Context: an optimization exercise on an open-source flow, tuned for small area and a short achievable clock period. The choices shown serve that exercise and are no tape-out recipe.
RTL that was checked went through simulation tests only; none was proved equivalent to the original.
No functional check of the RTL was part of run 3.
No activity file was given, so power comes from the tool's default toggle rates.

[flow/config.mk]
export PLATFORM = sky130hd
export DESIGN_NAME = eth_readout
export DESIGN_NICKNAME = eth_readout
export VERILOG_FILES = /design/flow/design.v
export SDC_FILE = /design/flow/constraint.sdc
export NUM_CORES = 4
export LEC_CHECK = 0
export CAP_MARGIN = 20
export CORE_MARGIN = 2
export CORE_UTILIZATION = 70
export SETUP_SLACK_MARGIN = 1.0
export SLEW_MARGIN = 20
export SYNTH_HIERARCHICAL = 1
export SYNTH_MINIMUM_KEEP_SIZE = 0
[flow/constraint.sdc]
create_clock -name core_clock -period 3.0 [get_ports {RCLK}]
set_input_delay 0.6000 -clock core_clock [delete_from_list [all_inputs] [get_ports {RCLK}]]
set_output_delay 0.6000 -clock core_clock [all_outputs]
set_load 0.01 [all_outputs]
[flow/design.v]
package readout_pkg;
	localparam logic [1:0] IDLE = 2'd0;
	localparam logic [1:0] SEND = 2'd1;
	localparam logic [1:0] DONE = 2'd2;
	localparam logic [15:0] MARKER_WORD = 16'h700C;
	localparam logic [15:0] CLOSE_WORD = 16'h7FFF;
	localparam logic [3:0] STATUS_NIBBLE = 4'h7;
	localparam int HDR_WORDS = 2;  
	localparam int TRL_WORDS = 4;  
	function automatic logic [14:0] crc15_d13(input logic [12:0] d, input logic [14:0] c);
		logic [14:0] n;
		integer i;
		n[0] = d[0] ^ c[2];
		for (i = 1; i <= 12; i = i + 1) begin
			n[i] = d[i-1] ^ d[i] ^ c[i+1] ^ c[i+2];
		end
		n[13] = d[12] ^ c[14] ^ c[0];
		n[14] = c[1];
		crc15_d13 = n;
	endfunction
endpackage
`timescale 1ns/10ps
module sync_fifo #(
	parameter int WIDTH = 13,
	parameter int DEPTH = 32,
	parameter int CW = 6
)(
	input  logic                  RCLK,
	input  logic                  phase_i,   
	input  logic                  do_wr_i,
	input  logic [WIDTH-1:0]      din_i,
	input  logic                  do_rd_i,
	input  logic [CW-1:0]         count_i,   
	output logic [WIDTH-1:0]      dout_o     
);
	logic [DEPTH-1:0][WIDTH-1:0] mem;
	logic [DEPTH:0] at;        
	logic [DEPTH-1:0] ld;      
	logic [DEPTH-1:0] sh;      
	logic [DEPTH-1:0] hd;      
	logic [WIDTH-1:0] din_x;
	localparam int NHI = DEPTH / 8 + 1;
	logic [7:0] at_lo;
	logic [NHI-1:0] at_hi;
	sync_fifo_dec #(.CW(CW), .NHI(NHI)) dec (
		.count_i(count_i), .lo_o(at_lo), .hi_o(at_hi)
	);
	always_comb begin
		for (int i = 0; i <= DEPTH; i++) at[i] = at_lo[i % 8] && at_hi[i / 8];
		for (int i = 0; i < DEPTH; i++) begin
			ld[i] = do_wr_i && (do_rd_i ? at[i+1] : at[i]);
			sh[i] = do_rd_i && !ld[i] && (i < DEPTH - 1);
			hd[i] = !ld[i] && !sh[i];
		end
	end
	assign din_x = din_i ^ {WIDTH{phase_i}};
	logic [DEPTH-1:0][WIDTH-1:0] mem_d;
	for (genvar i = 0; i < DEPTH; i++) begin : g_row
		sync_fifo_row #(.WIDTH(WIDTH)) row (
			.ld_i(ld[i]), .sh_i(sh[i]), .hd_i(hd[i]),
			.din_i(din_x), .next_i(mem[(i + 1) % DEPTH]), .self_i(mem[i]),
			.d_o(mem_d[i])
		);
	end
	always_ff @(posedge RCLK) begin
		mem <= mem_d;
	end
	assign dout_o = mem[0] ^ {WIDTH{phase_i}};
endmodule
module sync_fifo_row #(
	parameter int WIDTH = 13
)(
	input  logic             ld_i,
	input  logic             sh_i,
	input  logic             hd_i,
	input  logic [WIDTH-1:0] din_i,
	input  logic [WIDTH-1:0] next_i,
	input  logic [WIDTH-1:0] self_i,
	output logic [WIDTH-1:0] d_o
);
	assign d_o = ~(({WIDTH{ld_i}} & din_i) | ({WIDTH{sh_i}} & next_i) | ({WIDTH{hd_i}} & self_i));
endmodule
module sync_fifo_dec #(
	parameter int CW = 6,
	parameter int NHI = 5
)(
	input  logic [CW-1:0]  count_i,
	output logic [7:0]     lo_o,
	output logic [NHI-1:0] hi_o
);
	always_comb begin
		for (int k = 0; k < 8; k++) lo_o[k] = (count_i[2:0] == k);
		for (int k = 0; k < NHI; k++) hi_o[k] = (count_i[CW-1:3] == k);
	end
endmodule
`timescale 1ns/10ps
`timescale 1ns/10ps
`timescale 1ns/10ps
module eth_readout (
	input  logic                  RCLK,
	input  logic                  RST_RESYNC,
	input  logic                  smp_wr_en_i,
	input  logic [11:0]           smp_data_i,
	input  logic                  smp_ovlp_i,
	input  logic                  l1a_wr_en_i,
	input  logic [23:0]           l1a_num_i,
	input  logic                  warn_i,
	input  logic                  txack_i,
	output logic [15:0]           txd_o,
	output logic                  txd_valid_o,
	output logic                  evt_buf_amt_o,
	output logic                  evt_buf_afl_o
);
	function automatic logic [5:0] inc6(input logic [5:0] v);
		logic c;
		c = 1'b1;
		for (int b = 0; b < 6; b++) begin
			inc6[b] = v[b] ^ c;
			c = c & v[b];
		end
	endfunction
	function automatic logic [5:0] dec6(input logic [5:0] v);
		logic c;
		c = 1'b1;
		for (int b = 0; b < 6; b++) begin
			dec6[b] = v[b] ^ c;
			c = c & ~v[b];
		end
	endfunction
	logic phase;
	always_ff @(posedge RCLK) begin
		phase <= ~phase;
	end
	logic send;         
	logic done;         
	logic [3:0] slot;
	logic rd_phase;     
	logic adv;
	logic smp_rd;
	assign adv = send && txack_i;
	assign smp_rd = rd_phase && txack_i;
	logic [5:0] smp_count;
	logic smp_do_wr;
	logic smp_inc;
	logic smp_dec;
	logic [12:0] smp_head;
	logic amt_n;        
	assign evt_buf_amt_o = ~amt_n;
	assign smp_do_wr = smp_wr_en_i && (!smp_count[5] || smp_rd);
	assign smp_inc = smp_do_wr && !smp_rd;
	assign smp_dec = smp_rd && !smp_do_wr;
	always_ff @(posedge RCLK or posedge RST_RESYNC) begin
		if (RST_RESYNC) begin
			smp_count <= '0;
			amt_n <= 1'b0;
			evt_buf_afl_o <= 1'b0;
		end else begin
			if (smp_inc) smp_count <= inc6(smp_count);
			else if (smp_dec) smp_count <= dec6(smp_count);
			amt_n <= smp_inc ? (smp_count > 6'd3) : smp_dec ? (smp_count > 6'd5) : (smp_count > 6'd4);
			evt_buf_afl_o <= smp_inc ? (smp_count >= 6'd27) : smp_dec ? (smp_count >= 6'd29) : (smp_count >= 6'd28);
		end
	end
	sync_fifo #(.WIDTH(13), .DEPTH(32), .CW(6)) smp_fifo (
		.RCLK(RCLK), .phase_i(phase),
		.do_wr_i(smp_do_wr), .din_i({smp_ovlp_i, smp_data_i}),
		.do_rd_i(smp_rd), .count_i(smp_count), .dout_o(smp_head)
	);
	logic [4:0] l1a_count;
	logic l1a_do_wr;
	logic [24:0] l1a_head;
	assign l1a_do_wr = l1a_wr_en_i && (!l1a_count[4] || done);
	always_ff @(posedge RCLK or posedge RST_RESYNC) begin
		if (RST_RESYNC) begin
			l1a_count <= '0;
		end else begin
			if (l1a_do_wr && !done) l1a_count <= 5'(inc6({1'b0, l1a_count}));
			else if (done && !l1a_do_wr) l1a_count <= 5'(dec6({1'b0, l1a_count}));
		end
	end
	sync_fifo #(.WIDTH(25), .DEPTH(16), .CW(5)) l1a_fifo (
		.RCLK(RCLK), .phase_i(phase),
		.do_wr_i(l1a_do_wr), .din_i({warn_i, l1a_num_i}),
		.do_rd_i(done), .count_i(l1a_count), .dout_o(l1a_head)
	);
	always_ff @(posedge RCLK or posedge RST_RESYNC) begin
		if (RST_RESYNC) begin
			send <= 1'b0;
			done <= 1'b0;
			slot <= '0;
			rd_phase <= 1'b0;
		end else begin
			done <= adv && (slot == 4'd13);
			if (send) begin
				if (adv && slot == 4'd13) send <= 1'b0;
			end else if (!done) begin
				send <= (l1a_count != '0) && (smp_count[5:3] != '0);
			end
			if (!send) slot <= '0;
			else if (txack_i) slot <= 4'(inc6({2'b00, slot}));
			rd_phase <= send && (txack_i ? (slot >= 4'd1 && slot <= 4'd8) : (slot >= 4'd2 && slot <= 4'd9));
		end
	end
	logic [12:0] word1;  
	logic [3:0] slot1;
	logic [14:0] crc;
	logic valid1;
	always_ff @(posedge RCLK) begin
		if (adv) begin
			slot1 <= slot;
			if (slot == 4'd0) word1 <= {1'b0, l1a_head[23:12]};
			else if (slot == 4'd1) word1 <= {1'b0, l1a_head[11:0]};
			else word1 <= {~smp_head[12], smp_head[11:0]};
			if (slot == 4'd0) crc <= '0;
			else crc <= readout_pkg::crc15_d13({1'b0, word1[11:0]}, crc);
		end
	end
	always_ff @(posedge RCLK) begin
		case (slot1)
			4'd10: txd_o <= {1'b0, crc};
			4'd11: txd_o <= readout_pkg::MARKER_WORD;
			4'd12: txd_o <= {readout_pkg::STATUS_NIBBLE, l1a_head[5:0], l1a_count, l1a_head[24]};
			4'd13: txd_o <= readout_pkg::CLOSE_WORD;
			default: txd_o <= {1'b0, word1[12], 2'b00, word1[11:0]};
		endcase
	end
	always_ff @(posedge RCLK or posedge RST_RESYNC) begin
		if (RST_RESYNC) begin
			valid1 <= 1'b0;
			txd_valid_o <= 1'b0;
		end else begin
			if (txack_i) valid1 <= adv;
			txd_valid_o <= txack_i && valid1;
		end
	end
endmodule
[flow/run.sh]
#!/bin/bash
# synth_recipe.tcl (not shown) runs the flow's synth.tcl, then flattens the netlist and writes it again
# the make line also repeats each setting of config.mk as NAME=value (left out here)
make -C /OpenROAD-flow-scripts/flow DESIGN_CONFIG=/design/flow/config.mk WORK_HOME=/design/flow/orfs CLKGATE_MAP_FILE= SYNTH_SCRIPT=/design/flow/synth_recipe.tcl finish
==> metrics.csv, run 1 <==
metric,value,unit
area share of fa/ha/maj cells after synthesis,0.309,%
Logic pwr share,27.9,%
Slew @ Worst Pin,1.25,ns
achievable frequency,0.384,GHz
maxcap violations,0,
Netlist cell types,60,
Synth Register Bits,886,
diode count,0,
core area,45500,µm²
P_leak,0.0154,µW
Synth Area in Compound Gates,28.4,%
largest family of logic cells by synthesized area,compound AO/OA/AOI/OAI gates,
Sequential Power Share,49.0,%
dpl hpwl,57.8,mm
Mapped Cells,2494,
CP startpoint kind,flop,
Initial Utilization,71.2,%
largest stage delay on the critical path,1.01,ns
Multi-input gate area,13700,µm²
Hold Path Class,in -> async,
layout cells sized above 1,23.6,%
crit-path cells,"and3b_4, mux2i_1, nor2_1, buf_4, a222oi_1",
Horiz. Die Dim,219,µm
final-stage net count,2660,
sw frac,35.1,%
Synth area leader,dfxtp_1,
NetSw,16800,µW
post-synth top area share,51.5,%
Syn-to-layout area delta,19.4,%
die footprint,48000,µm²
critical path arrival,3.02,ns
Async SR Flop Fraction,2.48,%
TritonCTS Buffers,83,
"EDFF count, synth",32,
synth top area cells,"dfxtp_1, a222oi_1, buf_6",
Num Clock Sinks,886,
first-pass GRT wire length,149,mm
global-route usage over all layers,40.0,%
Routed Antenna Nets,0,
CP max FO,25,
Power Density,1240,nW/µm²
critical path class,reg -> reg,
Finished Layout Cells,3276,
final hold violations,0,
PortBufs,60,
CP endpoint kind,flop,
Initial DRC Count,7817,
Pre-antenna DRT Iters,22,
syn avg cell area,13.0,µm²
clock slew at reported path FFs,0.07,ns
"Slew Viols, Final",0,
largest net degree at the start of global routing,55,
post-synthesis sequential area ratio,56.1,%
Synth warnings,11,
status,finished clean,
vias per cell,8.48,
final instance area,38700,µm²
RSZ-0062 raised after global routing,yes,
# H-tree levels,3,
Vias,27800,
# setup viols final,0,
synthesized cell area,32400,µm²
worst vdd ir,935,µV
Slew headroom,16.6,%
clock network power share,23.1,%
Clock Tree Buf Depth,3,
Post-Synth Simple-Gate Area,2.81,%
mean routed wirelength per cell,33.0,µm
mux cell area share after synthesis,0.966,%
placed cell count,2978,
Clock Skew,0.0217,ns
Skew-Pair Late Insertion Delay,0.64,ns
gpl congestion,0.933,
Chip Height,219,µm
Tmin final,2.60,ns
Worst Path Required,3.42,ns
gr ovfl total,0,
Total Wirelength,108,mm
register area,18200,µm²
clock root buffer master,clkbuf_16,
"Slowest-stage cell, CP",a222oi_1,
post-synthesis xor/xnor area fraction,3.14,%
DRC viols,0,
"Top FF cell, synth",dfxtp_1,
Post-DP Area,33100,µm²
CTS tree,yes,
setup ws final,0.396,ns
Pint,31000,µW
row count,78,
Tot Pwr,47800,µW
Setup WS pre-CTS,-0.0984,ns
Tcrit/Tclk final,86.8,%
antenna violations before repair,1,
Top Ports,62,
worst hold slack,0.335,ns
Layout fillers,2268,
vias in the first global route,25700,
[layout by cell type (no fill, tap or decap), types with 14 or more instances in the layout]
master	n
clkbuf_8	24
edfxtp_1	32
xor2_4	34
mux2i_1	20
clkinv_2	14
buf_12	32
dfxtp_1	831
dlygate4sd2_1	19
nor2_1	81
clkdlybuf4s50_1	41
a21oi_2	23
buf_4	161
xor2_1	53
nor2_4	17
nand2_1	14
xnor2_1	26
buf_6	41
a21oi_4	52
a222oi_1	816
clkbuf_16	90
a21oi_1	16
[worst max-delay path, delay by kind of cell (launching register included)]
kind | cells | cell delay [ns]
muxes | 1 | 0.21
and+or+nand+nor | 2 | 0.39
DFF | 1 | 0.51
AOI/OAI and AO/OA | 1 | 1.01
buffers and inverters | 1 | 0.24
[worst paths after layout]
kind	from	end	slack (ns)	cells past startpoint
worst max-delay path	l1a_count[2]	l1a_fifo.mem[355]	0.40	5
max in group asynchronous	RST_RESYNC	smp_count[2]	2.39	3
worst min register to register	l1a_fifo.mem[227]	l1a_fifo.mem[227]	0.44	1
worst min-delay path	RST_RESYNC	txd_valid_o	0.34	3
min in group core_clock	l1a_fifo.mem[227]	l1a_fifo.mem[227]	0.44	1
worst max register to register	l1a_count[2]	l1a_fifo.mem[355]	0.40	5
[Yosys cell counts (all sizes together), types with 2 or more instances]
cell	instances
dfxtp	832
a222oi	816
buf	285
nor2	101
xor2	90
a21oi	83
edfxtp	32
mux2i	28
xnor2	26
dfrtp	22
nand2	21
a21boi	16
a31oi	13
and2	11
inv	11
a221o	10
clkbuf	10
nor3b	10
and3b	8
ha	8
nor3	7
o22ai	6
o21ai	5
o22a	5
conb	3
nand2b	3
nand3	3
nor2b	3
or3	3
and3	2
nand3b	2
nand4	2
nand4b	2
or2	2
or4	2
[metrics by stage]
| step | utilization, % | TNS (ns) |
|---|---|---|
| 3_3_place_gp | 72.5 | -0.344 |
| 2_1_floorplan | - | 0 |
| 5_1_grt | 85.0 | 0 |
| 6_report | 85.0 | 0 |
| 4_1_cts | 81.5 | 0 |
| 3_5_place_dp | 72.7 | -2.04 |
[routing by layer]
layer  routed length (µm)  GRT usage, %  vias to the layer above
met5                   13             0                        -
met4                 7450          24.3                        2
met3                12100          7.10                      593
met2                52100          66.9                     2535
met1                36500          48.3                    13500
li1                     -             -                    11200
[state kept, by name, summed over array words and instances, names as in the netlist, 5 cells and up]
register / count
txd_o: 15
word1: 13
smp_fifo.mem: 416
l1a_count: 5
l1a_fifo.mem: 400
smp_count: 6
crc: 15
[final cells by class]
cell class                 instances  share of cell area, %
inverter                          11                  0.139
timing repair buffer             305                   7.96
multi-input combinational       1322                   35.4
tap                              600                   1.94
sequential                       886                   47.0
clock buffer                     120                   6.55
clock inverter                    32                  0.955
[timing repair]
| item | 4_1_cts | 5_1_grt |
|---|---|---|
| setup buffers | 35 | 87 |
| gates cloned | 11 | 13 |
| hold buffers | 0 | 0 |
| gates resized for setup | 139 | 112 |
| pin swaps | 22 | 107 |
| setup endpoints to repair | 807 | 794 |
[power by group through the flow]
stage / combinational, µW / clock [µW] / sequential [µW]
2_1_floorplan: 8830 / 0 / 21100
3_3_place_gp: 10100 / 0 / 22900
3_5_place_dp: 10700 / 0 / 23000
4_1_cts: 11500 / 11000 / 22900
5_1_grt: 14100 / 11500 / 23700
6_report: 13400 / 11000 / 23400
[logic make-up after synthesis]
family                     after synthesis
muxes                                   28
and+or+nand+nor                        184
xor gates and xnor gates               116
buffers and inverters                  306
DFF                                    886
adders and majority gates                8
AOI/OAI and AO/OA                      963
other                                    3
==> run 2, diff against run 1 <==
==> flow/flow/run.sh (new file) <==
#!/bin/bash
# Standard ORFS layout (the standard.sh, standard synthesis) with a few
# ORFS variables changed:
#  - port buffers are buf_4 cells, and sizing may change a cell's footprint,
#  - CTS without dummy loads and with larger sink clusters.
# Each step's full output is in synth.log / layout.log here and in orfs/logs.
set -euo pipefail
bash standard.sh synth > synth.log 2>&1
bash standard.sh MATCH_CELL_FOOTPRINT=0 \
  "BUFFER_PORTS_ARGS=-buffer_cell sky130_fd_sc_hd__buf_4" \
  "CTS_ARGS=-sink_clustering_enable -repair_clock_nets -dont_use_dummy_load -sink_clustering_size 24 -sink_clustering_max_diameter 80" \
  finish > layout.log 2>&1
==> flow/standard.sh (new file) <==
#!/bin/bash
# synth_recipe.tcl (not shown) runs the flow's synth.tcl, then flattens the netlist and writes it again
# the make line also repeats each setting of config.mk as NAME=value (left out here)
make -C /OpenROAD-flow-scripts/flow DESIGN_CONFIG=/design/flow/config.mk WORK_HOME=/design/flow/orfs CLKGATE_MAP_FILE= SYNTH_SCRIPT=/design/flow/synth_recipe.tcl "${@:-finish}"
removed: flow/run.sh
==> run 2 against run 1 <==
Net effect: still clean; core utilization is 5.6 points lower; clock skew is 0.020 ns higher; sequential power hardly changed; clock power is 43% lower; non-clock buffer count is 48 lower; critical endpoint is now smp_fifo.mem[308].
==> metrics.csv, run 2 <==
metric,value,unit,change
Slew headroom,17.5,%,+0.91 points
Horiz. Die Dim,219,µm,unchanged
Top Ports,62,,unchanged
maxcap violations,0,,unchanged
critical path arrival,2.66,ns,-0.36 ns
"most common cell after layout, fill and taps aside",dfxtp_1,,
clock slew at reported path FFs,0.10,ns,+0.03 ns
"commonest cells after routing, fill and taps aside","dfxtp_1, a222oi_1, buf_4",,
Initial DRC Count,7540,,-3.5%
synth top area cells,"dfxtp_1, a222oi_1, buf_6",,
worst vdd ir,849,µV,-9.2%
gr ovfl total,0,,unchanged
Num Clock Sinks,886,,unchanged
Netlist cell types,60,,unchanged
Top reg by flops,smp_fifo.mem,,
Tcrit/Tclk final,72.3,%,-15 points
clock network power share,14.7,%,-8.4 points
placed cell count,2962,,-0.54%
PortBufs,60,,unchanged
Post-CTS Hold Buffers,0,,unchanged
post-synth top area share,51.5,%,unchanged
layout cells sized above 1,21.7,%,-1.8 points
achievable frequency,0.461,GHz,+20%
post-synthesis sequential area ratio,56.1,%,unchanged
Syn-to-layout area delta,11.6,%,
Total Wirelength,101,mm,-7.0%
CP endpoint kind,flop,,
CTS tree,yes,,
Pre-antenna DRT Iters,17,,-23%
gpl congestion,0.943,,+1.1%
CP startpoint kind,flop,,
leading registers by flop count,"smp_fifo.mem (416), l1a_fifo.mem (400)",,
Pint,27000,µW,-13%
Power Density,1170,nW/µm²,-5.5%
first-pass GRT wire length,143,mm,-4.2%
Async SR Flop Fraction,2.48,%,unchanged
Hold Path Class,in -> async,,
Vias,26500,,-4.6%
Finished Layout Cells,3129,,-4.5%
most frequent cells after synthesis,"dfxtp_1, a222oi_1, buf_6",,
syn avg cell area,13.0,µm²,unchanged
Slew @ Worst Pin,1.24,ns,-0.0137 ns
"count leader, synth",dfxtp_1,,
Mapped Cells,2494,,unchanged
Tmin final,2.17,ns,-0.436 ns
DRC viols,0,,unchanged
synthesized cell area,32400,µm²,unchanged
max reg flops,416,,unchanged
Logic pwr share,30.6,%,+2.7 points
worst hold slack,0.189,ns,-0.147 ns
Final TNS setup,0,ns,unchanged
Synth warnings,11,,unchanged
status,finished clean,,
"EDFF count, synth",32,,unchanged
diode count,0,,unchanged
Routed Antenna Nets,0,,unchanged
antenna violations before repair,1,,unchanged
CP max FO,13,,-48%
# setup viols final,0,,unchanged
Skew-Pair Late Insertion Delay,0.62,ns,-0.02 ns
Clock Skew,0.0421,ns,+0.0204 ns
Synth Register Bits,886,,unchanged
TritonCTS Buffers,44,,-47%
dpl hpwl,57.0,mm,-1.4%
final hold violations,0,,unchanged
final-stage net count,2582,,-2.9%
critical path class,reg -> reg,,
# H-tree levels,2,,-1
Synth area leader,dfxtp_1,,
global-route usage over all layers,38.0,%,-2.0 points
Clock Tree Buf Depth,3,,unchanged
vias in the first global route,24900,,-3.1%
clock root buffer master,clkbuf_16,,
RSZ-0062 raised after global routing,yes,,
"Slew Viols, Final",0,,unchanged
"Top FF cell, synth",dfxtp_1,,
largest net degree at the start of global routing,33,,-40%
mean routed wirelength per cell,32.2,µm,-2.6%
die footprint,48000,µm²,unchanged
NetSw,15200,µW,-9.4%
Worst Path Required,3.50,ns,+0.08 ns
row count,78,,unchanged
core area,45500,µm²,unchanged
Sequential Power Share,54.7,%,+5.7 points
vias per cell,8.47,,-0.11%
Chip Height,219,µm,unchanged
P_leak,0.0142,µW,-7.6%
Initial Utilization,71.2,%,unchanged
sw frac,36.0,%,+0.94 points
-- run 2: cell counts after synthesis --
Identical to the previous run, type by type.
-- run 2: timing repair --
action	in CTS	in global routing
gates resized for setup	141	86
pin swaps	10	59
cloned	9	20
endpoints found under the setup margin	827	796
endpoints found under the hold margin	0	0
buffers inserted	41	51
-- run 2: routing by layer --
layer	GRT usage (%)	vias to the layer above	wire, µm
li1	-	11000	-
met1	46.4	12900	34900
met2	64.1	2166	48600
met3	4.92	457	10600
met4	23.6	0	6440
met5	0	-	0
-- run 2: logic make-up after synthesis --
kind of cell,after synthesis,synth area share (%)
flip-flops,886,56.1
XOR/XNOR,116,3.14
multiplexers,28,0.966
AO/OA/AOI/OAI,963,28.4
AND/OR/NAND/NOR,184,2.81
other,3,0.0348
buffers and inverters,306,8.26
adder cells (fa/ha/maj),8,0.309
-- run 2: critical path, cell delays in order (launching register included) --
cell      delay [ns]
dfrtp_1         0.40
nand2_4         0.17
nand2_4         0.09
and2_4          0.22
nand2_2         0.35
o22ai_1         0.20
buf_4           0.23
a222oi_1        0.38
-- run 2: final cells by class --
cell class	instances	area (µm²)
Timing Repair Buffer	257	2400
Fill cell	2700	9350
Clock buffer	44	1100
Inverter	11	61.3
Tap cell	600	751
Multi-Input combinational cell	1331	13600
Sequential cell	886	18200
-- run 2: stage by stage --
| step | utilization, % | setup slack, ns | total power (µW) | area, µm² |
|---|---|---|---|---|
| after floorplan | - | 0.935 | 29900 | 33000 |
| after global placement | 71.7 | 0.274 | 32600 | 32600 |
| after detailed placement | 71.8 | 0.165 | 33400 | 32700 |
| after CTS | 76.9 | 0.935 | 40400 | 35000 |
| after global routing | 79.4 | 0.810 | 43800 | 36100 |
| final | 79.4 | 0.832 | 42200 | 36100 |
-- run 2: power groups by stage --
stage          logic [µW]  registers (µW)  clock network (µW)
4_1_cts             11300           22800                6230
6_report            12900           23100                6220
3_3_place_gp         9790           22800                   0
3_5_place_dp        10500           22900                   0
5_1_grt             13700           23400                6620
2_1_floorplan        8790           21100                   0
-- run 2: path summary, 6_finish.rpt --
kind / cells past startpoint / slack, ns / start / to
max: 7 / 0.83 / rd_phase / smp_fifo.mem[308]
min: 2 / 0.19 / RST_RESYNC / evt_buf_afl_o
max reg2reg: 7 / 0.83 / rd_phase / smp_fifo.mem[308]
min reg2reg: 1 / 0.42 / smp_fifo.mem[90] / smp_fifo.mem[77]
max in group asynchronous: 2 / 2.15 / RST_RESYNC / l1a_count[2]
min in group core_clock: 2 / 0.32 / txack_i / valid1
==> run 3, diff against run 2 <==
--- a/flow/design.v
+++ b/flow/design.v
@@ -39,6 +39,7 @@
 	logic [DEPTH-1:0] sh;      
 	logic [DEPTH-1:0] hd;      
 	logic [WIDTH-1:0] din_x;
+	logic wr_rd, wr_nrd, rd_nwr, nrd_nwr;
 	localparam int NHI = DEPTH / 8 + 1;
 	logic [7:0] at_lo;
 	logic [NHI-1:0] at_hi;
@@ -47,11 +48,17 @@
 	);
 	always_comb begin
 		for (int i = 0; i <= DEPTH; i++) at[i] = at_lo[i % 8] && at_hi[i / 8];
-		for (int i = 0; i < DEPTH; i++) begin
-			ld[i] = do_wr_i && (do_rd_i ? at[i+1] : at[i]);
-			sh[i] = do_rd_i && !ld[i] && (i < DEPTH - 1);
-			hd[i] = !ld[i] && !sh[i];
-		end
+	end
+	assign wr_rd = do_wr_i && do_rd_i;
+	assign wr_nrd = do_wr_i && !do_rd_i;
+	assign rd_nwr = do_rd_i && !do_wr_i;
+	assign nrd_nwr = !do_rd_i && !do_wr_i;
+	for (genvar i = 0; i < DEPTH; i++) begin : g_ctl
+		sync_fifo_ctl ctl (
+			.wr_rd_i(wr_rd), .wr_nrd_i(wr_nrd), .rd_nwr_i(rd_nwr), .nrd_nwr_i(nrd_nwr),
+			.at_i(at[i]), .at_next_i(at[i+1]),
+			.ld_o(ld[i]), .sh_o(sh[i]), .hd_o(hd[i])
+		);
 	end
 	assign din_x = din_i ^ {WIDTH{phase_i}};
 	logic [DEPTH-1:0][WIDTH-1:0] mem_d;
@@ -92,6 +99,21 @@
 		for (int k = 0; k < 8; k++) lo_o[k] = (count_i[2:0] == k);
 		for (int k = 0; k < NHI; k++) hi_o[k] = (count_i[CW-1:3] == k);
 	end
+endmodule
+module sync_fifo_ctl (
+	input  logic wr_rd_i,     
+	input  logic wr_nrd_i,    
+	input  logic rd_nwr_i,    
+	input  logic nrd_nwr_i,   
+	input  logic at_i,        
+	input  logic at_next_i,   
+	output logic ld_o,
+	output logic sh_o,
+	output logic hd_o
+);
+	assign ld_o = (wr_rd_i && at_next_i) || (wr_nrd_i && at_i);
+	assign sh_o = rd_nwr_i || (wr_rd_i && !at_next_i);
+	assign hd_o = nrd_nwr_i || (wr_nrd_i && !at_i);
 endmodule
 `timescale 1ns/10ps
 `timescale 1ns/10ps
--- a/flow/config.mk
+++ b/flow/config.mk
@@ -7,8 +7,8 @@
 export LEC_CHECK = 0
 export CAP_MARGIN = 20
 export CORE_MARGIN = 2
-export CORE_UTILIZATION = 70
-export SETUP_SLACK_MARGIN = 1.0
+export CORE_UTILIZATION = 65
+export SETUP_SLACK_MARGIN = 1.2
 export SLEW_MARGIN = 20
 export SYNTH_HIERARCHICAL = 1
 export SYNTH_MINIMUM_KEEP_SIZE = 0
==> run 3 against run 2 <==
Net effect: cell area up 7.6%; cell count up 8.2%; count of clock-buffer cells in the layout decreased by 1; fmax rose by 1.7%; via count grew 6.8%.
==> metrics.csv, run 3 <==
metric,value,unit,change
Synth Register Bits,886,,unchanged
"Slowest-stage cell, CP",dfrtp_2,,
die footprint,52500,µm²,+9.4%
Layout Utilization,77.6,%,-1.8 points
area share of fa/ha/maj cells after synthesis,0.304,%,-0.0054 points
Initial Utilization,65.8,%,-5.4 points
DRC viols,0,,unchanged
post-synthesis xor/xnor area fraction,3.08,%,-0.054 points
vias per cell,8.37,,-1.3%
Tmin final,2.13,ns,-0.0372 ns
worst vdd ir,731,µV,-14%
Routed Antenna Nets,0,,unchanged
# H-tree levels,2,,unchanged
first-pass GRT wire length,161,mm,+13%
syn avg cell area,12.8,µm²,-1.7%
layout cells sized above 1,25.1,%,+3.4 points
most frequent cells after synthesis,"dfxtp_1, a222oi_1, buf_6",,
Total Wirelength,115,mm,+14%
vias in the first global route,26600,,+6.9%
clock slew at reported path FFs,0.10,ns,about the same
PortBufs,60,,unchanged
gr ovfl total,0,,unchanged
Synth area leader,dfxtp_1,,
critical path arrival,2.68,ns,+0.02 ns
Top Ports,62,,unchanged
critical path class,reg -> reg,,
mux cell area share after synthesis,0.456,%,-0.51 points
final-stage net count,2766,,+7.1%
diode count,0,,unchanged
CP Buf/Inv Count,0,,-1
clock root buffer master,clkbuf_16,,
core area,50100,µm²,+10%
Synth warnings,11,,unchanged
CTS tree,yes,,
Syn-to-layout area delta,18.0,%,
"EDFF count, synth",32,,unchanged
clock network power share,13.6,%,-1.1 points
mean routed wirelength per cell,34.0,µm,+5.6%
Final TNS setup,0,ns,unchanged
"count leader, synth",dfxtp_1,,
maxcap violations,0,,unchanged
"most common cell after layout, fill and taps aside",dfxtp_1,,
CP startpoint kind,flop,,
Clock Tree Buf Depth,3,,unchanged
Sequential Power Share,52.0,%,-2.7 points
Netlist cell types,54,,-10%
largest stage delay on the critical path,0.52,ns,+0.12 ns
Pre-antenna DRT Iters,12,,-5
dpl hpwl,58.6,mm,+2.9%
CP endpoint kind,flop,,
Skew-Pair Late Insertion Delay,0.63,ns,about the same
Post-Synth Simple-Gate Area,3.05,%,+0.24 points
Slew headroom,39.6,%,+22 points
Mapped Cells,2583,,+3.6%
Synth Area in Compound Gates,29.4,%,+1.0 points
sw frac,36.6,%,+0.58 points
Num Clock Sinks,886,,unchanged
gpl congestion,0.860,,-8.8%
"Slew Viols, Final",0,,unchanged
final hold violations,0,,unchanged
status,finished clean,,
Clock Skew,0.0559,ns,+0.0138 ns
Horiz. Die Dim,229,µm,+4.6%
Worst Path Required,3.55,ns,+0.05 ns
largest family of logic cells by synthesized area,compound AO/OA/AOI/OAI gates,,
leading registers by flop count,"smp_fifo.mem (416), l1a_fifo.mem (400)",,
# setup viols final,0,,unchanged
max reg flops,416,,unchanged
row count,82,,+5.1%
NetSw,16700,µW,+9.7%
synthesized cell area,32900,µm²,+1.8%
Top reg by flops,smp_fifo.mem,,
P_leak,0.0162,µW,+14%
Vias,28300,,+6.8%
Initial DRC Count,8662,,+15%
Async SR Flop Fraction,2.48,%,unchanged
Post-DP Area,33000,µm²,+1.0%
TritonCTS Buffers,43,,-2.3%
antenna violations before repair,1,,unchanged
RSZ-0062 raised after global routing,yes,,
final instance area,38900,µm²,+7.6%
global-route usage over all layers,39.2,%,+1.2 points
synth top area cells,"dfxtp_1, a222oi_1, buf_6",,
Pint,28900,µW,+7.0%
Power Density,1170,nW/µm²,+0.36%
Hold Path Class,in -> async,,
crit-path cells,"nand2_4, and2_4, ha_2, nand4_1, o32ai_2, xor2_1",,
largest net degree at the start of global routing,41,,+24%
Post-CTS Hold Buffers,0,,unchanged
post-synth top area share,50.6,%,-0.89 points
"commonest cells after routing, fill and taps aside","dfxtp_1, a222oi_1, buf_4",,
Logic pwr share,34.4,%,+3.8 points
post-synthesis sequential area ratio,55.2,%,-0.97 points
Slew @ Worst Pin,0.904,ns,-0.332 ns
achievable frequency,0.469,GHz,+1.7%
"Top FF cell, synth",dfxtp_1,,
"CP delay by family, top",simple AND/OR/NAND/NOR gates,,
Chip Height,229,µm,+4.6%
CP max FO,8,,-5
Tcrit/Tclk final,71.0,%,-1.2 points
==> run 3: cell count changes after synthesis, sizes merged, moves of 15 or more <==
cell and change:
a21boi -15, a21o +96, a21oi -65, a22o +48, and2 +45, buf -27
inv +95, nor2 -42
==> run 3: repair_timing <==
| action | 4_1_cts | 5_1_grt |
|---|---|---|
| gates cloned | 74 | 46 |
| resized for setup | 465 | 163 |
| setup buffers | 45 | 32 |
| pin swaps | 130 | 149 |
| setup endpoints to repair | 842 | 844 |
==> run 3: kinds of logic after synthesis <==
logic type               Yosys count
adder cells (fa/ha/maj)            8
XOR/XNOR                         116
AO/OA/AOI/OAI                   1008
flip-flops                       886
multiplexers                      15
buffers and inverters            370
other                              1
AND/OR/NAND/NOR                  179
==> run 3: final cells by class <==
type	instances	area (µm²)
timing repair buffer	295	3800
sequential	886	18200
timing repair inverter	2	15.0
inverter	106	402
tap	672	841
multi-input combinational	1381	14600
clock buffer	43	1080
fill	3109	11200
==> run 3: path summary, 6_finish.rpt <==
path / from / to / slack [ns] / cells after the start
min in group core_clock: txack_i / valid1 / 0.41 / 3
worst max register to register: smp_count[5] / smp_count[5] / 0.87 / 6
max in group asynchronous: RST_RESYNC / done / 2.63 / 3
worst min-delay path: RST_RESYNC / evt_buf_afl_o / 0.04 / 3
worst min register to register: smp_fifo.mem[345] / smp_fifo.mem[332] / 0.42 / 1
worst max-delay path: smp_count[5] / smp_count[5] / 0.87 / 6
==> run 3: tightest hold or removal path, cell delays in order <==
cell	delay (ns)
buf_4	0.11
inv_1	0.04
buf_4	0.34
==> run 3: modules after synthesis, one instance, submodules excluded, excerpt <==
module	flops+latches	copies in the design
eth_readout	70	1
sync_fifo_ctl	0	48
==> run 3: power groups by stage <==
stage / combinational [µW] / clock (µW) / sequential, µW
3_5_place_dp: 11400 / 0 / 23400
2_1_floorplan: 9990 / 0 / 21400
6_report: 15700 / 6200 / 23700
4_1_cts: 13700 / 6200 / 23200
3_3_place_gp: 10700 / 0 / 23400
5_1_grt: 16600 / 6600 / 24000
==> run 3: per-stage QoR <==
step	hold slack, ns	setup WS, ns	std cells	power, µW
after CTS	0.0305	1.02	3307	43100
after global placement	0.427	0.124	3145	34100
after floorplan	0.390	0.535	2583	31300
after detailed placement	0.431	0.0278	3145	34900
after global routing	0.0656	0.854	3385	47200
final	0.0422	0.869	3385	45600
==> run 3: metal layers <==
layer	vias up	GRT usage [%]	wire, µm
li1	11600	-	-
met1	13900	46.7	39800
met2	2345	64.8	54600
met3	507	7.28	12600
met4	0	26.2	8030
met5	-	0	0
==> run 4, diff against run 3 <==
--- a/flow/design.v
+++ b/flow/design.v
@@ -23,14 +23,15 @@
 module sync_fifo #(
 	parameter int WIDTH = 13,
 	parameter int DEPTH = 32,
-	parameter int CW = 6
+	parameter int NHI = DEPTH / 8 + 1
 )(
 	input  logic                  RCLK,
 	input  logic                  phase_i,   
 	input  logic                  do_wr_i,
 	input  logic [WIDTH-1:0]      din_i,
 	input  logic                  do_rd_i,
-	input  logic [CW-1:0]         count_i,   
+	input  logic [7:0]            cnt_lo_i,  
+	input  logic [NHI-1:0]        cnt_hi_i,  
 	output logic [WIDTH-1:0]      dout_o     
 );
 	logic [DEPTH-1:0][WIDTH-1:0] mem;
@@ -40,14 +41,8 @@
 	logic [DEPTH-1:0] hd;      
 	logic [WIDTH-1:0] din_x;
 	logic wr_rd, wr_nrd, rd_nwr, nrd_nwr;
-	localparam int NHI = DEPTH / 8 + 1;
-	logic [7:0] at_lo;
-	logic [NHI-1:0] at_hi;
-	sync_fifo_dec #(.CW(CW), .NHI(NHI)) dec (
-		.count_i(count_i), .lo_o(at_lo), .hi_o(at_hi)
-	);
 	always_comb begin
-		for (int i = 0; i <= DEPTH; i++) at[i] = at_lo[i % 8] && at_hi[i / 8];
+		for (int i = 0; i <= DEPTH; i++) at[i] = cnt_lo_i[i % 8] && cnt_hi_i[i / 8];
 	end
 	assign wr_rd = do_wr_i && do_rd_i;
 	assign wr_nrd = do_wr_i && !do_rd_i;
@@ -86,19 +81,6 @@
 	output logic [WIDTH-1:0] d_o
 );
 	assign d_o = ~(({WIDTH{ld_i}} & din_i) | ({WIDTH{sh_i}} & next_i) | ({WIDTH{hd_i}} & self_i));
-endmodule
-module sync_fifo_dec #(
-	parameter int CW = 6,
-	parameter int NHI = 5
-)(
-	input  logic [CW-1:0]  count_i,
-	output logic [7:0]     lo_o,
-	output logic [NHI-1:0] hi_o
-);
-	always_comb begin
-		for (int k = 0; k < 8; k++) lo_o[k] = (count_i[2:0] == k);
-		for (int k = 0; k < NHI; k++) hi_o[k] = (count_i[CW-1:3] == k);
-	end
 endmodule
 module sync_fifo_ctl (
 	input  logic wr_rd_i,     
@@ -133,22 +115,6 @@
 	output logic                  evt_buf_amt_o,
 	output logic                  evt_buf_afl_o
 );
-	function automatic logic [5:0] inc6(input logic [5:0] v);
-		logic c;
-		c = 1'b1;
-		for (int b = 0; b < 6; b++) begin
-			inc6[b] = v[b] ^ c;
-			c = c & v[b];
-		end
-	endfunction
-	function automatic logic [5:0] dec6(input logic [5:0] v);
-		logic c;
-		c = 1'b1;
-		for (int b = 0; b < 6; b++) begin
-			dec6[b] = v[b] ^ c;
-			c = c & ~v[b];
-		end
-	endfunction
 	logic phase;
 	always_ff @(posedge RCLK) begin
 		phase <= ~phase;
@@ -161,49 +127,74 @@
 	logic smp_rd;
 	assign adv = send && txack_i;
 	assign smp_rd = rd_phase && txack_i;
-	logic [5:0] smp_count;
+	logic [7:0] smp_lo;
+	logic [4:0] smp_hi;
+	logic smp_full;
 	logic smp_do_wr;
 	logic smp_inc;
 	logic smp_dec;
 	logic [12:0] smp_head;
 	logic amt_n;        
 	assign evt_buf_amt_o = ~amt_n;
-	assign smp_do_wr = smp_wr_en_i && (!smp_count[5] || smp_rd);
+	assign smp_full = smp_hi[4];
+	assign smp_do_wr = smp_wr_en_i && (!smp_full || smp_rd);
 	assign smp_inc = smp_do_wr && !smp_rd;
 	assign smp_dec = smp_rd && !smp_do_wr;
 	always_ff @(posedge RCLK or posedge RST_RESYNC) begin
 		if (RST_RESYNC) begin
-			smp_count <= '0;
+			smp_lo <= 8'b0000_0001;
+			smp_hi <= 5'b0_0001;
 			amt_n <= 1'b0;
 			evt_buf_afl_o <= 1'b0;
 		end else begin
-			if (smp_inc) smp_count <= inc6(smp_count);
-			else if (smp_dec) smp_count <= dec6(smp_count);
-			amt_n <= smp_inc ? (smp_count > 6'd3) : smp_dec ? (smp_count > 6'd5) : (smp_count > 6'd4);
-			evt_buf_afl_o <= smp_inc ? (smp_count >= 6'd27) : smp_dec ? (smp_count >= 6'd29) : (smp_count >= 6'd28);
-		end
-	end
-	sync_fifo #(.WIDTH(13), .DEPTH(32), .CW(6)) smp_fifo (
+			if (smp_inc) begin
+				smp_lo <= {smp_lo[6:0], smp_lo[7]};
+				if (smp_lo[7]) smp_hi <= {smp_hi[3:0], 1'b0};
+			end else if (smp_dec) begin
+				smp_lo <= {smp_lo[0], smp_lo[7:1]};
+				if (smp_lo[0]) smp_hi <= {1'b0, smp_hi[4:1]};
+			end
+			amt_n <= !smp_hi[0] || (smp_inc ? (|smp_lo[7:4]) : smp_dec ? (|smp_lo[7:6]) : (|smp_lo[7:5]));
+			evt_buf_afl_o <= smp_hi[4] || (smp_hi[3] && (smp_inc ? (|smp_lo[7:3]) : smp_dec ? (|smp_lo[7:5]) : (|smp_lo[7:4])));
+		end
+	end
+	sync_fifo #(.WIDTH(13), .DEPTH(32)) smp_fifo (
 		.RCLK(RCLK), .phase_i(phase),
 		.do_wr_i(smp_do_wr), .din_i({smp_ovlp_i, smp_data_i}),
-		.do_rd_i(smp_rd), .count_i(smp_count), .dout_o(smp_head)
+		.do_rd_i(smp_rd), .cnt_lo_i(smp_lo), .cnt_hi_i(smp_hi), .dout_o(smp_head)
 	);
+	logic [7:0] l1a_lo;
+	logic [2:0] l1a_hi;
 	logic [4:0] l1a_count;
 	logic l1a_do_wr;
+	logic l1a_inc;
+	logic l1a_dec;
 	logic [24:0] l1a_head;
-	assign l1a_do_wr = l1a_wr_en_i && (!l1a_count[4] || done);
-	always_ff @(posedge RCLK or posedge RST_RESYNC) begin
-		if (RST_RESYNC) begin
-			l1a_count <= '0;
-		end else begin
-			if (l1a_do_wr && !done) l1a_count <= 5'(inc6({1'b0, l1a_count}));
-			else if (done && !l1a_do_wr) l1a_count <= 5'(dec6({1'b0, l1a_count}));
-		end
-	end
-	sync_fifo #(.WIDTH(25), .DEPTH(16), .CW(5)) l1a_fifo (
+	assign l1a_do_wr = l1a_wr_en_i && (!l1a_hi[2] || done);
+	assign l1a_inc = l1a_do_wr && !done;
+	assign l1a_dec = done && !l1a_do_wr;
+	always_ff @(posedge RCLK or posedge RST_RESYNC) begin
+		if (RST_RESYNC) begin
+			l1a_lo <= 8'b0000_0001;
+			l1a_hi <= 3'b001;
+		end else begin
+			if (l1a_inc) begin
+				l1a_lo <= {l1a_lo[6:0], l1a_lo[7]};
+				if (l1a_lo[7]) l1a_hi <= {l1a_hi[1:0], 1'b0};
+			end else if (l1a_dec) begin
+				l1a_lo <= {l1a_lo[0], l1a_lo[7:1]};
+				if (l1a_lo[0]) l1a_hi <= {1'b0, l1a_hi[2:1]};
+			end
+		end
+	end
+	assign l1a_count = {l1a_hi[2], l1a_hi[1],
+		l1a_lo[4] | l1a_lo[5] | l1a_lo[6] | l1a_lo[7],
+		l1a_lo[2] | l1a_lo[3] | l1a_lo[6] | l1a_lo[7],
+		l1a_lo[1] | l1a_lo[3] | l1a_lo[5] | l1a_lo[7]};
+	sync_fifo #(.WIDTH(25), .DEPTH(16)) l1a_fifo (
 		.RCLK(RCLK), .phase_i(phase),
 		.do_wr_i(l1a_do_wr), .din_i({warn_i, l1a_num_i}),
-		.do_rd_i(done), .count_i(l1a_count), .dout_o(l1a_head)
+		.do_rd_i(done), .cnt_lo_i(l1a_lo), .cnt_hi_i(l1a_hi), .dout_o(l1a_head)
 	);
 	always_ff @(posedge RCLK or posedge RST_RESYNC) begin
 		if (RST_RESYNC) begin
@@ -216,10 +207,10 @@
 			if (send) begin
 				if (adv && slot == 4'd13) send <= 1'b0;
 			end else if (!done) begin
-				send <= (l1a_count != '0) && (smp_count[5:3] != '0);
+				send <= !(l1a_lo[0] && l1a_hi[0]) && !smp_hi[0];
 			end
 			if (!send) slot <= '0;
-			else if (txack_i) slot <= 4'(inc6({2'b00, slot}));
+			else if (txack_i) slot <= slot + 4'd1;
 			rd_phase <= send && (txack_i ? (slot >= 4'd1 && slot <= 4'd8) : (slot >= 4'd2 && slot <= 4'd9));
 		end
 	end
--- a/flow/config.mk
+++ b/flow/config.mk
@@ -8,7 +8,7 @@
 export CAP_MARGIN = 20
 export CORE_MARGIN = 2
 export CORE_UTILIZATION = 65
-export SETUP_SLACK_MARGIN = 1.2
+export SETUP_SLACK_MARGIN = 1.0
 export SLEW_MARGIN = 20
 export SYNTH_HIERARCHICAL = 1
 export SYNTH_MINIMUM_KEEP_SIZE = 0
==> run 4 against run 3 <==
Net effect: cell area shrank 9.0%; sequential share of layout area grew 5.5 points; setup slack gained 0.17 ns; critical path depth is 3 lower; synthesized cell count rose by 1.7%; routed wire length shrank 17%; largest cell class unchanged; largest power group unchanged; highest routed layer unchanged.
==> metrics.csv, run 4 <==
metric,value,unit,change
"EDFF count, synth",32,,unchanged
final instance area,35400,µm²,-9.0%
# H-tree levels,2,,unchanged
Top Ports,62,,unchanged
Post-DP Area,33600,µm²,+1.9%
PortBufs,60,,unchanged
clock slew at reported path FFs,0.10,ns,about the same
max reg flops,416,,unchanged
global-route usage over all layers,34.1,%,-5.1 points
Syn-to-layout area delta,5.34,%,
Multi-input gate area,13000,µm²,-10%
CP endpoint kind,flop,,
post-synthesis sequential area ratio,55.1,%,-0.099 points
Horiz. Die Dim,231,µm,+0.98%
Post-CTS Hold Buffers,0,,unchanged
Netlist cell types,56,,+3.7%
"most common cell after layout, fill and taps aside",dfxtp_1,,
Initial Utilization,65.6,%,-0.16 points
leading registers by flop count,"smp_fifo.mem (416), l1a_fifo.mem (400)",,
# setup viols final,0,,unchanged
P_leak,0.0144,µW,-11%
Tmin final,1.96,ns,-0.170 ns
die footprint,53500,µm²,+2.0%
critical path class,reg -> reg,,
synth top area cells,"dfxtp_1, a222oi_1, buf_6",,
"Slowest-stage cell, CP",xor2_2,,
achievable frequency,0.510,GHz,+8.7%
syn avg cell area,12.8,µm²,+0.33%
RSZ-0062 raised after global routing,yes,,
Mapped Cells,2626,,+1.7%
Pre-antenna DRT Iters,17,,+5
"Slew Viols, Final",0,,unchanged
Clock Skew,0.0396,ns,-0.0162 ns
Worst Path Required,3.43,ns,-0.12 ns
DRC viols,0,,unchanged
Power Density,1090,nW/µm²,-6.8%
gr ovfl total,0,,unchanged
Synth area leader,dfxtp_1,,
largest stage delay on the critical path,0.96,ns,+0.44 ns
"Top FF cell, synth",dfxtp_1,,
dpl hpwl,58.6,mm,about the same
Routed Antenna Nets,0,,unchanged
final hold violations,0,,unchanged
Initial DRC Count,6082,,-30%
core area,51200,µm²,+2.3%
placed cell count,3183,,+1.2%
crit-path cells,"buf_12, xor2_2, a222oi_1",,
maxcap violations,0,,unchanged
first-pass GRT wire length,144,mm,-11%
critical path depth,3,,-3
critical path arrival,2.39,ns,-0.29 ns
Num Clock Sinks,899,,+1.5%
mean routed wirelength per cell,29.6,µm,-13%
CP max FO,16,,+8
status,finished clean,,
Vias,25800,,-9.1%
Total Wirelength,95.9,mm,-17%
Slew headroom,18.4,%,-21 points
antenna violations before repair,1,,unchanged
CP Buf/Inv Count,1,,+1
CP startpoint kind,flop,,
Finished Layout Cells,3244,,-4.2%
"count leader, synth",dfxtp_1,,
Async SR Flop Fraction,3.89,%,+1.4 points
worst hold slack,0.182,ns,+0.140 ns
Slew @ Worst Pin,1.22,ns,+0.319 ns
vias in the first global route,24500,,-7.7%
vias per cell,7.94,,-5.1%
TritonCTS Buffers,43,,unchanged
row count,83,,+1.2%
Clock Tree Buf Depth,3,,unchanged
clock root buffer master,clkbuf_16,,
Synth warnings,9,,-2
layout cells sized above 1,13.9,%,-11 points
post-synth top area share,49.6,%,-0.99 points
CTS tree,yes,,
final-stage net count,2615,,-5.5%
largest net degree at the start of global routing,49,,+20%
"CP delay by family, top",XOR/XNOR gates,,
worst vdd ir,748,µV,+2.2%
Chip Height,231,µm,+0.98%
R2R depth,3,,-3
Final TNS setup,0,ns,unchanged
Synth Register Bits,899,,+1.5%
most frequent cells after synthesis,"dfxtp_1, a222oi_1, buf_6",,
Hold Path Class,in -> async,,
"commonest cells after routing, fill and taps aside","dfxtp_1, a222oi_1, buf_4",,
Layout fillers,3711,,+19%
register area,18500,µm²,+1.8%
Tcrit/Tclk final,65.4,%,-5.7 points
Skew-Pair Late Insertion Delay,0.62,ns,about the same
gpl congestion,0.861,,+0.12%
synthesized cell area,33600,µm²,+2.0%
Top reg by flops,smp_fifo.mem,,
-- run 4: cell types whose count changed after synthesis, sizes merged, moves of 11 or more --
cell and delta:
mux2i +20, o21ai +35, nand2 +29, xor2 -11, a21oi -16, nor2 -37
-- run 4: worst paths after layout --
path,startpoint,endpoint,slack (ns)
worst max-delay path,phase,l1a_fifo.mem[246],1.04
worst min-delay path,RST_RESYNC,smp_hi[3],0.18
worst max register to register,phase,l1a_fifo.mem[246],1.04
worst min register to register,smp_fifo.mem[164],smp_fifo.mem[164],0.44
max in group asynchronous,RST_RESYNC,l1a_lo[0],2.01
min in group core_clock,txack_i,valid1,0.32
-- run 4: kinds of logic (layout without fill, tap and decap cells) --
kind of cell    Yosys count  after routing  synth area share (%)
other cells               1              2                0.0112
xor+xnor                104            104                  2.71
simple gates            152            153                  2.45
fa+ha+maj                 7              7                 0.261
mux                      38             38                  1.15
flops                   899            899                  55.1
buf+inv                 384            318                  8.65
compound gates         1041           1043                  29.7
-- run 4: per-stage QoR --
step           total power [µW]  util, %  setup WS (ns)
3_3_place_gp              31600     65.7          0.596
4_1_cts                   38300     68.4           1.01
6_report                  38700     69.1           1.04
3_5_place_dp              32200     65.7          0.465
5_1_grt                   40500     69.1          0.985
2_1_floorplan             29000        -          0.564
-- run 4: cell type report --
class | count | area share (%)
Sequential cell | 899 | 52.3
Multi-Input combinational cell | 1346 | 36.8
Timing Repair Buffer | 162 | 4.23
Clock buffer | 43 | 3.04
Tap cell | 680 | 2.40
Inverter | 113 | 1.20
Antenna cell | 1 | 0.00707
-- run 4: Yosys stat by module (local to each module, per instance), a selection --
| module | flops+latches | cell area [µm²] |
|---|---|---|
| eth_readout | 83 | 4230 |
| sync_fifo_ctl | 0 | 31.3 |
-- run 4: timing repair --
action,CTS,global route
pin swaps,7,30
gates cloned,1,3
gates resized for setup,47,78
setup endpoints to repair,756,752
buffers inserted,11,2
-- run 4: where the power goes --
part           internal, µW  total (µW)  switching [µW]
Sequential            18400       22900            4550
Clock                  2570        6160            3590
Combinational          4770        9580            4810
Total                 25700       38700           12900
-- run 4: per-layer routing --
layer	track usage (%)	routed length, µm	up-vias
met5	0	0	-
met4	18.8	5080	0
met3	4.27	7670	239
met2	56.5	46600	1473
met1	43.3	36500	12900
li1	-	-	11200
==> run 5, diff against run 4 <==
--- a/flow/config.mk
+++ b/flow/config.mk
@@ -7,8 +7,8 @@
 export LEC_CHECK = 0
 export CAP_MARGIN = 20
 export CORE_MARGIN = 2
-export CORE_UTILIZATION = 65
-export SETUP_SLACK_MARGIN = 1.0
+export CORE_UTILIZATION = 55
+export SETUP_SLACK_MARGIN = 1.25
 export SLEW_MARGIN = 20
 export SYNTH_HIERARCHICAL = 1
 export SYNTH_MINIMUM_KEEP_SIZE = 0
==> run 5 against run 4 <==
Net effect: count of clock-buffer cells in the layout rose by 1; power rose by 3.6%; area after synthesis did not move; first-iteration DRC count rose by 14%; synthesized cell count did not move; non-clock buffer count rose by 100; critical path type unchanged; largest cell class unchanged; highest routed layer unchanged.
==> metrics.csv, run 5 <==
metric,value,unit,change
CP Buf/Inv Count,3,,+2
Async SR Flop Fraction,3.89,%,unchanged
Synth area leader,dfxtp_1,,
"CP delay by family, top",compound AO/OA/AOI/OAI gates,,
RSZ-0062 raised after global routing,yes,,
post-synth top area share,49.6,%,unchanged
Initial DRC Count,6915,,+14%
# setup viols final,0,,unchanged
gr ovfl total,0,,unchanged
diode count,0,,-1
# H-tree levels,2,,unchanged
Vias,27100,,+5.0%
critical path arrival,2.54,ns,+0.15 ns
"Slew Viols, Final",0,,unchanged
clock slew at reported path FFs,0.10,ns,about the same
largest stage delay on the critical path,0.46,ns,-0.50 ns
Tot Pwr,40100,µW,+3.6%
gpl congestion,0.852,,-1.1%
vias in the first global route,25800,,+5.0%
Initial Utilization,55.7,%,-10 points
most frequent cells after synthesis,"dfxtp_1, a222oi_1, buf_6",,
layout cells sized above 1,21.6,%,+7.8 points
synth top area cells,"dfxtp_1, a222oi_1, buf_6",,
Clock Tree Buf Depth,3,,unchanged
CP startpoint kind,flop,,
die footprint,63100,µm²,+18%
Chip Height,251,µm,+8.6%
synthesized cell area,33600,µm²,unchanged
Clock Skew,0.0284,ns,-0.0113 ns
Slew @ Worst Pin,0.750,ns,-0.474 ns
final hold violations,0,,unchanged
Skew-Pair Late Insertion Delay,0.62,ns,about the same
Final TNS setup,0,ns,unchanged
Post-CTS Hold Buffers,0,,unchanged
critical path class,reg -> reg,,
"most common cell after layout, fill and taps aside",dfxtp_1,,
vias per cell,7.77,,-2.1%
core area,60400,µm²,+18%
Top reg by flops,smp_fifo.mem,,
largest net degree at the start of global routing,41,,-16%
mean routed wirelength per cell,31.7,µm,+7.3%
Routed Antenna Nets,0,,unchanged
CP endpoint kind,flop,,
final-stage net count,2750,,+5.2%
Total Wirelength,110,mm,+15%
global-route usage over all layers,31.9,%,-2.2 points
maxcap violations,0,,unchanged
"Slowest-stage cell, CP",a222oi_1,,
Hold Path Class,in -> async,,
Num Clock Sinks,899,,unchanged
Setup WS pre-CTS,0.483,ns,+0.0186 ns
Post-DP Area,33700,µm²,+0.35%
crit-path cells,"o21ai_4, inv_4, and2_4, buf_8, a22o_4, buf_12, a222oi_1",,
"commonest cells after routing, fill and taps aside","dfxtp_1, a222oi_1, buf_4",,
Horiz. Die Dim,251,µm,+8.6%
status,finished clean,,
Netlist cell types,56,,unchanged
Syn-to-layout area delta,15.6,%,
PortBufs,60,,unchanged
syn avg cell area,12.8,µm²,unchanged
Pre-antenna DRT Iters,13,,-4
final instance area,38800,µm²,+9.8%
Mapped Cells,2626,,unchanged
critical path depth,7,,+4
setup ws final,0.929,ns,-0.109 ns
"count leader, synth",dfxtp_1,,
max reg flops,416,,unchanged
worst vdd ir,653,µV,-13%
antenna violations before repair,0,,-1
CTS tree,yes,,
"Top FF cell, synth",dfxtp_1,,
P_leak,0.0158,µW,+9.8%
Worst Path Required,3.47,ns,+0.04 ns
"EDFF count, synth",32,,unchanged
leading registers by flop count,"smp_fifo.mem (416), l1a_fifo.mem (400)",,
DRC viols,0,,unchanged
CP max FO,13,,-3
TritonCTS Buffers,44,,+2.3%
clock root buffer master,clkbuf_16,,
R2R depth,7,,+4
row count,90,,+8.4%
dpl hpwl,60.3,mm,+2.9%
Power Density,1030,nW/µm²,-5.6%
Tmin final,2.07,ns,+0.109 ns
Slew headroom,49.9,%,+32 points
Top Ports,62,,unchanged
Synth Register Bits,899,,unchanged
achievable frequency,0.483,GHz,-5.3%
post-synthesis sequential area ratio,55.1,%,unchanged
Synth warnings,9,,unchanged
first-pass GRT wire length,158,mm,+9.7%
Tcrit/Tclk final,69.0,%,+3.6 points
[run 5: tightest hold or removal path, cell delays in order]
cell	delay (ns)
buf_4	0.11
inv_1	0.04
buf_4	0.43
[run 5: cell families (layout without fill, tap and decap cells)]
| kind of cell | after synthesis | after routing | synth area share [%] |
|---|---|---|---|
| xor+xnor | 104 | 104 | 2.71 |
| flops | 899 | 899 | 55.1 |
| mux | 38 | 38 | 1.15 |
| simple gates | 152 | 157 | 2.45 |
| fa+ha+maj | 7 | 7 | 0.261 |
| compound gates | 1041 | 1073 | 29.7 |
| buf+inv | 384 | 419 | 8.65 |
| other cells | 1 | 1 | 0.0112 |
[run 5: layout make-up]
class | instances | area (µm²)
inverter | 113 | 427
sequential | 899 | 18500
multi-input combinational | 1380 | 14500
fill | 4516 | 21500
timing repair buffer | 262 | 3350
tap | 782 | 978
clock buffer | 44 | 1100
[run 5: per-layer routing]
layer  wire, µm  part of all wire, %  GRT usage [%]
met1      41300                   37           40.4
met2      53600                   49           54.2
met3       8980                  8.1           3.55
met4       6480                  5.9           15.9
met5          0                    0              0
[run 5: timing repair]
action,in CTS,in global routing
gates resized for setup,326,136
buffers inserted,26,27
setup endpoints to repair,876,867
cloned,53,44
pin swaps,97,119
[run 5: Yosys stat by module (local to each module, per instance), a selection]
module | times used | cells inside | flip-flops and latches | cell area (µm²)
eth_readout | 1 | 371 | 83 | 4230
sync_fifo_ctl | 48 | 5 | 0 | 31.3
[run 5: worst paths after layout]
kind | from | end | slack, ns
setup / recovery | done | l1a_fifo.mem[348] | 0.93
hold reg to reg | l1a_fifo.mem[121] | l1a_fifo.mem[121] | 0.44
max in group asynchronous | RST_RESYNC | l1a_lo[7] | 2.46
setup reg to reg | done | l1a_fifo.mem[348] | 0.93
min in group core_clock | txack_i | valid1 | 0.30
hold / removal | RST_RESYNC | txd_valid_o | 0.13
[run 5: report_power, final]
| group | leakage (µW) | internal [µW] | switching (µW) |
|---|---|---|---|
| Sequential | 0.00781 | 18400 | 4630 |
| Clock | 0.000542 | 2630 | 3710 |
| Combinational | 0.00746 | 5500 | 5220 |
| Total | 0.0158 | 26500 | 13600 |
[run 5: metrics by stage]
stage	util, %	hold slack (ns)	cells
after floorplan	-	0.390	2626
after global placement	55.9	0.427	3286
after detailed placement	55.9	0.430	3286
after CTS	61.8	0.121	3409
after global routing	64.4	0.182	3480
final	64.4	0.127	3480
==> run 6, diff against run 5 <==
--- a/flow/config.mk
+++ b/flow/config.mk
@@ -8,7 +8,7 @@
 export CAP_MARGIN = 20
 export CORE_MARGIN = 2
 export CORE_UTILIZATION = 55
-export SETUP_SLACK_MARGIN = 1.25
+export SETUP_SLACK_MARGIN = 1.45
 export SLEW_MARGIN = 20
 export SYNTH_HIERARCHICAL = 1
 export SYNTH_MINIMUM_KEEP_SIZE = 0
==> run 6 against run 5 <==
Net effect: global-route usage up 0.41 points; synthesized cell count unchanged; first-iteration DRC count about the same; critical path type unchanged; clock power about the same; via count up 1.2%; largest power group unchanged; sequential power about the same; setup slack better by 0.055 ns; fmax up 2.7%; still clean on timing, DRC and antenna; largest cell class unchanged; cell area up 1.1%; hold slack about the same; area after synthesis unchanged.
==> metrics.csv, run 6 <==
metric,value,unit,change
vias in the first global route,26000,,+0.90%
critical path arrival,2.48,ns,-0.06 ns
final hold violations,0,,unchanged
post-synthesis xor/xnor area fraction,2.71,%,unchanged
RSZ-0062 raised after global routing,yes,,
crit-path cells,"nand2_4, nand2_2, and2_4, and2_4, clkbuf_16, a22o_4, a222oi_1",,
Post-Synth Simple-Gate Area,2.45,%,unchanged
Final TNS setup,0,ns,unchanged
achievable frequency,0.496,GHz,+2.7%
Initial DRC Count,6917,,+0.029%
Total Wirelength,111,mm,+0.82%
final-stage net count,2767,,+0.62%
CP most frequent cell,and2_4,,
Tcrit/Tclk final,67.2,%,-1.8 points
gpl congestion,0.852,,unchanged
Syn-to-layout area delta,16.9,%,
CP max FO,8,,-5
core area,60400,µm²,unchanged
"commonest cells after routing, fill and taps aside","a222oi_1, dfxtp_1, buf_4",,
DRC viols,0,,unchanged
CTS tree,yes,,
Synth area leader,dfxtp_1,,
"count leader, synth",dfxtp_1,,
Layout Utilization,65.1,%,+0.70 points
gr ovfl total,0,,unchanged
Synth Register Bits,899,,unchanged
antenna violations before repair,0,,unchanged
largest stage delay on the critical path,0.45,ns,about the same
Tmin final,2.02,ns,-0.0550 ns
Post-DP Area,33700,µm²,unchanged
Routed Antenna Nets,0,,unchanged
Mapped Cells,2626,,unchanged
"CP delay by family, top",compound AO/OA/AOI/OAI gates,,
leading registers by flop count,"smp_fifo.mem (416), l1a_fifo.mem (400)",,
PortBufs,60,,unchanged
critical path class,reg -> reg,,
"Slowest-stage cell, CP",a222oi_1,,
clock root buffer master,clkbuf_16,,
"Slew Viols, Final",0,,unchanged
Hold Path Class,in -> async,,
Layout fillers,4440,,-1.7%
Finished Layout Cells,3497,,+0.49%
CP startpoint kind,flop,,
diode count,0,,unchanged
Slew headroom,49.8,%,-0.16 points
largest net degree at the start of global routing,36,,-12%
"EDFF count, synth",32,,unchanged
P_leak,0.0159,µW,+0.50%
TritonCTS Buffers,44,,unchanged
max reg flops,416,,unchanged
Num Clock Sinks,899,,unchanged
Tot Pwr,40800,µW,+1.9%
# H-tree levels,2,,unchanged
Initial Utilization,55.7,%,unchanged
Clock Tree Buf Depth,3,,unchanged
CP Buf/Inv Count,1,,-2
most frequent cells after synthesis,"dfxtp_1, a222oi_1, buf_6",,
"Top FF cell, synth",dfxtp_1,,
register area,18500,µm²,about the same
Skew-Pair Late Insertion Delay,0.62,ns,about the same
row count,90,,unchanged
syn avg cell area,12.8,µm²,unchanged
Pre-antenna DRT Iters,12,,-1
area share of fa/ha/maj cells after synthesis,0.261,%,unchanged
vias per cell,7.83,,+0.71%
Vias,27400,,+1.2%
mux cell area share after synthesis,1.15,%,unchanged
layout cells sized above 1,23.8,%,+2.1 points
maxcap violations,0,,unchanged
Multi-input gate area,14700,µm²,+1.7%
Slew @ Worst Pin,0.752,ns,+0.00246 ns
largest family of logic cells by synthesized area,compound AO/OA/AOI/OAI gates,,
Synth warnings,9,,unchanged
Clock Skew,0.0351,ns,+0.00672 ns
Horiz. Die Dim,251,µm,unchanged
die footprint,63100,µm²,unchanged
Synth Area in Compound Gates,29.7,%,unchanged
mean routed wirelength per cell,31.8,µm,+0.33%
post-synthesis sequential area ratio,55.1,%,unchanged
# setup viols final,0,,unchanged
placed cell count,3286,,unchanged
Top Ports,62,,unchanged
dpl hpwl,60.3,mm,unchanged
clock slew at reported path FFs,0.10,ns,about the same
global-route usage over all layers,32.3,%,+0.41 points
first-pass GRT wire length,160,mm,+1.2%
CP endpoint kind,flop,,
status,finished clean,,
Worst Path Required,3.46,ns,about the same
synthesized cell area,33600,µm²,unchanged
Top reg by flops,smp_fifo.mem,,
post-synth top area share,49.6,%,unchanged
synth top area cells,"dfxtp_1, a222oi_1, buf_6",,
Chip Height,251,µm,unchanged
Netlist cell types,56,,unchanged
final instance area,39300,µm²,+1.1%
worst vdd ir,653,µV,about the same
Async SR Flop Fraction,3.89,%,unchanged
Power Density,1040,nW/µm²,+0.77%
## run 6: worst paths after layout
check                                  start                end  slack, ns  depth (start not counted)
setup / recovery                    rd_phase  smp_fifo.mem[372]       0.98                          7
hold / removal                    RST_RESYNC             valid1       0.13                          3
setup reg to reg                    rd_phase  smp_fifo.mem[372]       0.98                          7
hold reg to reg            l1a_fifo.mem[312]  l1a_fifo.mem[312]       0.44                          1
max in group asynchronous         RST_RESYNC          l1a_hi[1]       2.45                          3
min in group core_clock              txack_i             valid1       0.29                          2
## run 6: per-layer routing
layer / track usage [%] / vias up / share of wire [%]
met1: 40.8 / 13800 / 37
li1: - / 11600 / -
met3: 3.82 / 325 / 8.6
met2: 54.8 / 1697 / 49
met5: 0 / - / 0
met4: 16.4 / 0 / 5.7
## run 6: power by group
| part | switching (µW) | total (µW) | internal (µW) |
|---|---|---|---|
| registers | 4670 | 23100 | 18400 |
| logic | 5500 | 11400 | 5890 |
| clock network | 3720 | 6350 | 2630 |
| total | 13900 | 40800 | 26900 |
## run 6: stage by stage
step | setup WS, ns | hold slack [ns]
2_1_floorplan | 0.564 | 0.390
3_3_place_gp | 0.558 | 0.427
3_5_place_dp | 0.483 | 0.430
4_1_cts | 1.09 | 0.121
5_1_grt | 0.957 | 0.180
6_report | 0.984 | 0.127
## run 6: cell families after synthesis
group	count (synthesis)
AOI/OAI and AO/OA	1041
muxes	38
buffers and inverters	384
adders and majority gates	7
xor gates and xnor gates	104
DFF	899
other	1
and+or+nand+nor	152
## run 6: worst min-delay path, cell delays in order
cell,delay (ns)
buf_4,0.11
inv_1,0.04
buf_4,0.44
## run 6: what timing repair did
| item | 4_1_cts | 5_1_grt |
|---|---|---|
| cloned | 63 | 41 |
| endpoints found under the hold margin | 0 | 0 |
| pin swaps | 104 | 116 |
| hold buffers | 0 | 0 |
| resized for setup | 390 | 144 |
| buffers inserted | 41 | 22 |
| endpoints found under the setup margin | 901 | 908 |
## run 6: modules after synthesis, one instance, submodules excluded, excerpt
module / copies in the design / cells inside / flops+latches
eth_readout: 1 / 371 / 83
sync_fifo_ctl: 48 / 5 / 0
## run 6: layout make-up
class | count | share of cell area, %
well taps | 782 | 2.49
multi-input cells | 1385 | 37.5
repair buffers | 274 | 8.94
clock buffers | 44 | 2.80
inverters | 113 | 1.09
flip-flops and latches | 899 | 47.2

[what the ideal ports hide]
The flow's constraints put no driver on any port. The routed layouts listed below were extracted and timed again, unchanged, in two steps. Step 1: set_driving_cell puts a clkbuf_16 on RCLK and a buf_2 on each other input, an assumption about the parent block. Step 2 times the ports against the registers' clock, not the clock port: input delays grow and output delays shrink by t, the midpoint of the rising clock arrivals with the driver on. Three values: ideal, step 1, step 2; two values: the first two.
run	shift t [ns]	slack for setup (ns)	clock arrival spread, ns	worst data-port slew with drivers (ns)	pins driven straight from the clock port
run 1	0.686	0.396 / 0.396 / -0.219	0.025 / 0.025	0.07	1
run 2	0.662	0.832 / 0.832 / 0.428	0.051 / 0.052	0.07	1
run 3	0.665	0.869 / 0.869 / 0.622	0.057 / 0.057	0.05	1
run 4	0.661	1.039 / 1.039 / 0.654	0.044 / 0.045	0.06	1
run 5	0.665	0.929 / 0.929 / 0.578	0.029 / 0.029	0.07	1
run 6	0.664	0.984 / 0.984 / 0.574	0.036 / 0.036	0.07	1
Met with ideal ports but missed after step 2: setup timing in run 1. For run 1, which loses most, drivers alone change the setup slack by 0.000 ns; drivers and shift together by -0.615 ns.
